Source: an optimization exercise on an open RTL-to-GDS flow (aim: small area). Production flows keep margins and buffers that such runs may drop. Function was checked by simulation only, so behaviour that the tests miss may differ from the original. No activity file was given, so power comes from the tool's default toggle rates.

==> flow/design.v <==
package mips_pkg;
  localparam int DATA_W = 32;
  localparam int REG_ADDR_W = 5;
  localparam int NUM_REGS = 32;
  typedef logic [DATA_W-1:0] word_t;
  typedef logic [REG_ADDR_W-1:0] reg_idx_t;
  localparam reg_idx_t REG_ZERO = 5'd0;
  localparam reg_idx_t REG_SP = 5'd29;
  localparam reg_idx_t REG_RA = 5'd31;
endpackage
module mux2_32
#(
  parameter int W = mips_pkg::DATA_W
) (
  input  logic         sel,
  input  logic [W-1:0] a,
  input  logic [W-1:0] b,
  output logic [W-1:0] y
);
  assign y = sel ? b : a;
endmodule
module rf_ao22 (
  input  logic a1, a2, b1, b2,
  output logic y
);
  assign y = (a1 & a2) | (b1 & b2);
endmodule
module rf_aoi22 (
  input  logic a1, a2, b1, b2,
  output logic y
);
  assign y = ~((a1 & a2) | (b1 & b2));
endmodule
module rf_aoi222 (
  input  logic a1, a2, b1, b2, c1, c2,
  output logic y
);
  assign y = ~((a1 & a2) | (b1 & b2) | (c1 & c2));
endmodule
module rf_nand2 (
  input  logic a, b,
  output logic y
);
  assign y = ~(a & b);
endmodule
module rf_nand3 (
  input  logic a, b, c,
  output logic y
);
  assign y = ~(a & b & c);
endmodule
module rf_nand4 (
  input  logic a, b, c, d,
  output logic y
);
  assign y = ~(a & b & c & d);
endmodule
module rf_or3 (
  input  logic a, b, c,
  output logic y
);
  assign y = a | b | c;
endmodule
module reg32_en
#(
  parameter int W = mips_pkg::DATA_W
) (
  input  logic         clk,
  input  logic         rst_n,
  input  logic         en,
  input  logic [W-1:0] d,
  output logic [W-1:0] q
);
  always_ff @(posedge clk or negedge rst_n)
    if (!rst_n) q <= '0;
    else if (en) q <= d;
endmodule
module mips_register_file #(
  parameter int DATA_W = mips_pkg::DATA_W,
  parameter int ADDR_W = mips_pkg::REG_ADDR_W,
  parameter int NUM_REGS = mips_pkg::NUM_REGS
) (
  input  logic              clk,
  input  logic              rst_n,
  input  logic              reg_write,
  input  logic [ADDR_W-1:0] read_reg1,
  input  logic [ADDR_W-1:0] read_reg2,
  input  logic [ADDR_W-1:0] write_reg,
  input  logic [DATA_W-1:0] write_data,
  output logic [DATA_W-1:0] read_data1,
  output logic [DATA_W-1:0] read_data2
);
  logic [NUM_REGS-1:1][DATA_W-1:0] regs;
  logic [NUM_REGS-1:1][DATA_W-1:0] nxt;
  logic [NUM_REGS-1:1] valid;
  logic [NUM_REGS-1:1] we, we_n;
  for (genvar i = 1; i < NUM_REGS; i++) begin : g_reg
    assign we[i] = reg_write && write_reg == ADDR_W'(i);
    assign we_n[i] = !we[i];
    for (genvar b = 0; b < DATA_W; b++) begin : g_bit
      rf_ao22 u_hold (.a1(we[i]), .a2(write_data[b]), .b1(we_n[i]), .b2(regs[i][b]), .y(nxt[i][b]));
    end
    always_ff @(posedge clk) regs[i] <= nxt[i];
  end
  always_ff @(posedge clk or negedge rst_n)
    if (!rst_n) valid <= '0;
    else valid <= valid | we;
  for (genvar p = 0; p < 2; p++) begin : g_port
    logic [ADDR_W-1:0] ra;
    logic [NUM_REGS-1:1] sel;
    logic [DATA_W-1:0] rd;
    assign ra = (p == 0) ? read_reg1 : read_reg2;
    for (genvar i = 1; i < NUM_REGS; i++) begin : g_sel
      assign sel[i] = valid[i] && ra == ADDR_W'(i);
    end
    for (genvar b = 0; b < DATA_W; b++) begin : g_bit
      logic [10:0] t_n;   
      logic [2:0] t;      
      for (genvar g = 0; g < 10; g++) begin : g_grp
        rf_aoi222 u_g (.a1(sel[3*g+1]), .a2(regs[3*g+1][b]),
                       .b1(sel[3*g+2]), .b2(regs[3*g+2][b]),
                       .c1(sel[3*g+3]), .c2(regs[3*g+3][b]), .y(t_n[g]));
      end
      rf_nand2 u_g31 (.a(sel[31]), .b(regs[31][b]), .y(t_n[10]));
      rf_nand4 u_n0 (.a(t_n[0]), .b(t_n[1]), .c(t_n[2]), .d(t_n[3]), .y(t[0]));
      rf_nand4 u_n1 (.a(t_n[4]), .b(t_n[5]), .c(t_n[6]), .d(t_n[7]), .y(t[1]));
      rf_nand3 u_n2 (.a(t_n[8]), .b(t_n[9]), .c(t_n[10]), .y(t[2]));
      rf_or3 u_o (.a(t[0]), .b(t[1]), .c(t[2]), .y(rd[b]));
    end
    if (p == 0) begin : g_o1
      assign read_data1 = rd;
    end else begin : g_o2
      assign read_data2 = rd;
    end
  end
endmodule
clock: 6.0 ns
lec_check: 0
cap_margin: 20
core_margin: 2
core_utilization: 40
setup_slack_margin: 0.1
slew_margin: 20
synth_hierarchical: 1
standard.sh (not shown) runs the stock make flow with config.mk's settings and CLKGATE_MAP_FILE= SYNTH_SCRIPT=/design/flow/synth_recipe.tcl, a recipe that flattens the netlist after the stock synthesis.
==> flow/flow/run.sh <==
#!/bin/bash
# Layout flow: the standard ORFS flow (standard.sh, unchanged synthesis), with two
# changes: the ports are buffered with buf_2 cells instead of the resizer's default pick,
# and the clock tree is built from clkbuf_4 clusters of up to 9 flip-flops without
# dummy loads. Each tool's log stays under orfs/logs; make's own output goes to make.log.
set -euo pipefail
export BUFFER_PORTS_ARGS="-buffer_cell sky130_fd_sc_hd__buf_2"
export CTS_ARGS="-sink_clustering_enable -repair_clock_nets -dont_use_dummy_load -buf_list sky130_fd_sc_hd__clkbuf_4 -sink_clustering_size 9 -sink_clustering_max_diameter 60"
bash standard.sh > make.log 2>&1
Rerun with:
--- a/flow/design.v
+++ b/flow/design.v
@@ -59,10 +59,47 @@
   input  logic a, b, c,
   output logic y
 );
   assign y = a | b | c;
 endmodule
+module rf_and3 (
+  input  logic a, b, c,
+  output logic y
+);
+  assign y = a & b & c;
+endmodule
+module rf_pre2 (
+  input  logic [1:0] a,
+  output logic [3:0] y
+);
+  for (genvar k = 0; k < 4; k++) begin : g_k
+    assign y[k] = a == 2'(k);
+  end
+endmodule
+module rf_pre3 (
+  input  logic [2:0] a,
+  output logic [7:0] y
+);
+  for (genvar k = 0; k < 8; k++) begin : g_k
+    assign y[k] = a == 3'(k);
+  end
+endmodule
+module rf_pre3e (
+  input  logic [2:0] a,
+  input  logic       en,
+  output logic [7:0] y
+);
+  for (genvar k = 0; k < 8; k++) begin : g_k
+    assign y[k] = en && a == 3'(k);
+  end
+endmodule
+module rf_and2 (
+  input  logic a, b,
+  output logic y
+);
+  assign y = a & b;
+endmodule
 module reg32_en
 #(
   parameter int W = mips_pkg::DATA_W
 ) (
   input  logic         clk,
@@ -92,29 +129,36 @@
 );
   logic [NUM_REGS-1:1][DATA_W-1:0] regs;
   logic [NUM_REGS-1:1][DATA_W-1:0] nxt;
   logic [NUM_REGS-1:1] valid;
   logic [NUM_REGS-1:1] we, we_n;
+  logic [3:0] wlo, rlo1, rlo2;
+  logic [7:0] whi, rhi1, rhi2;
+  rf_pre2 u_wlo (.a(write_reg[1:0]), .y(wlo));
+  rf_pre3e u_whi (.a(write_reg[4:2]), .en(reg_write), .y(whi));
+  rf_pre2 u_rlo1 (.a(read_reg1[1:0]), .y(rlo1));
+  rf_pre3 u_rhi1 (.a(read_reg1[4:2]), .y(rhi1));
+  rf_pre2 u_rlo2 (.a(read_reg2[1:0]), .y(rlo2));
+  rf_pre3 u_rhi2 (.a(read_reg2[4:2]), .y(rhi2));
+  logic [NUM_REGS-1:1] sel1, sel2;
   for (genvar i = 1; i < NUM_REGS; i++) begin : g_reg
-    assign we[i] = reg_write && write_reg == ADDR_W'(i);
-    assign we_n[i] = !we[i];
+    rf_and2 u_we (.a(wlo[i%4]), .b(whi[i/4]), .y(we[i]));
+    rf_nand2 u_wen (.a(wlo[i%4]), .b(whi[i/4]), .y(we_n[i]));
+    rf_and3 u_s1 (.a(rlo1[i%4]), .b(rhi1[i/4]), .c(valid[i]), .y(sel1[i]));
+    rf_and3 u_s2 (.a(rlo2[i%4]), .b(rhi2[i/4]), .c(valid[i]), .y(sel2[i]));
     for (genvar b = 0; b < DATA_W; b++) begin : g_bit
       rf_ao22 u_hold (.a1(we[i]), .a2(write_data[b]), .b1(we_n[i]), .b2(regs[i][b]), .y(nxt[i][b]));
     end
     always_ff @(posedge clk) regs[i] <= nxt[i];
   end
   always_ff @(posedge clk or negedge rst_n)
     if (!rst_n) valid <= '0;
     else valid <= valid | we;
   for (genvar p = 0; p < 2; p++) begin : g_port
-    logic [ADDR_W-1:0] ra;
     logic [NUM_REGS-1:1] sel;
     logic [DATA_W-1:0] rd;
-    assign ra = (p == 0) ? read_reg1 : read_reg2;
-    for (genvar i = 1; i < NUM_REGS; i++) begin : g_sel
-      assign sel[i] = valid[i] && ra == ADDR_W'(i);
-    end
+    assign sel = (p == 0) ? sel1 : sel2;
     for (genvar b = 0; b < DATA_W; b++) begin : g_bit
       logic [10:0] t_n;   
       logic [2:0] t;      
       for (genvar g = 0; g < 10; g++) begin : g_grp
         rf_aoi222 u_g (.a1(sel[3*g+1]), .a2(regs[3*g+1][b]),
=> Register-to-register slack degrades by 20 ps; clock skew stays the same; combinational power barely changes; flip-flop and latch count does not change; setup slack improves by 32 ps; routed wire length decreases by 1.6%; first-iteration DRC count increases by 2.3%; cell area decreases by 1.2%; via count decreases by 1.1%; global-route usage decreases by 0.37 points; hold slack degrades by 52 ps; final cell count decreases by 0.42%; core utilization decreases by 0.38 points; synthesized area decreases by 0.51%.

## port drivers added, routing unchanged
Ports are ideal in the flow. The routed layouts listed here were re-timed in OpenROAD. Step 1: set_driving_cell puts a clkbuf_16 on clk and a buf_2 on each other input, an assumption about the parent block. Step 2 moves the port delays by t, midway between the first and last clock arrival at a register: inputs arrive t later, outputs are due t later. That takes back most of the time a late clock gives input paths. Three values: ideal, step 1, step 2; two values: the first two.
| run | t, ns | setup slack, ns | worst setup path after step 2 | worst register clock-pin slew, ns | worst slew at a driven data input, ns |
|---|---|---|---|---|---|
| the first run | 1.139 | 0.725 / 0.691 / 0.691 | input to output | 0.12 / 0.12 | 0.08 |
| the second run | 1.163 | 0.757 / 0.721 / 0.721 | input to output | 0.11 / 0.11 | 0.13 |
After both steps setup and hold are still met in every run listed. For the second run, which loses most, drivers alone change the setup slack by -0.036 ns; drivers and shift together by -0.036 ns.
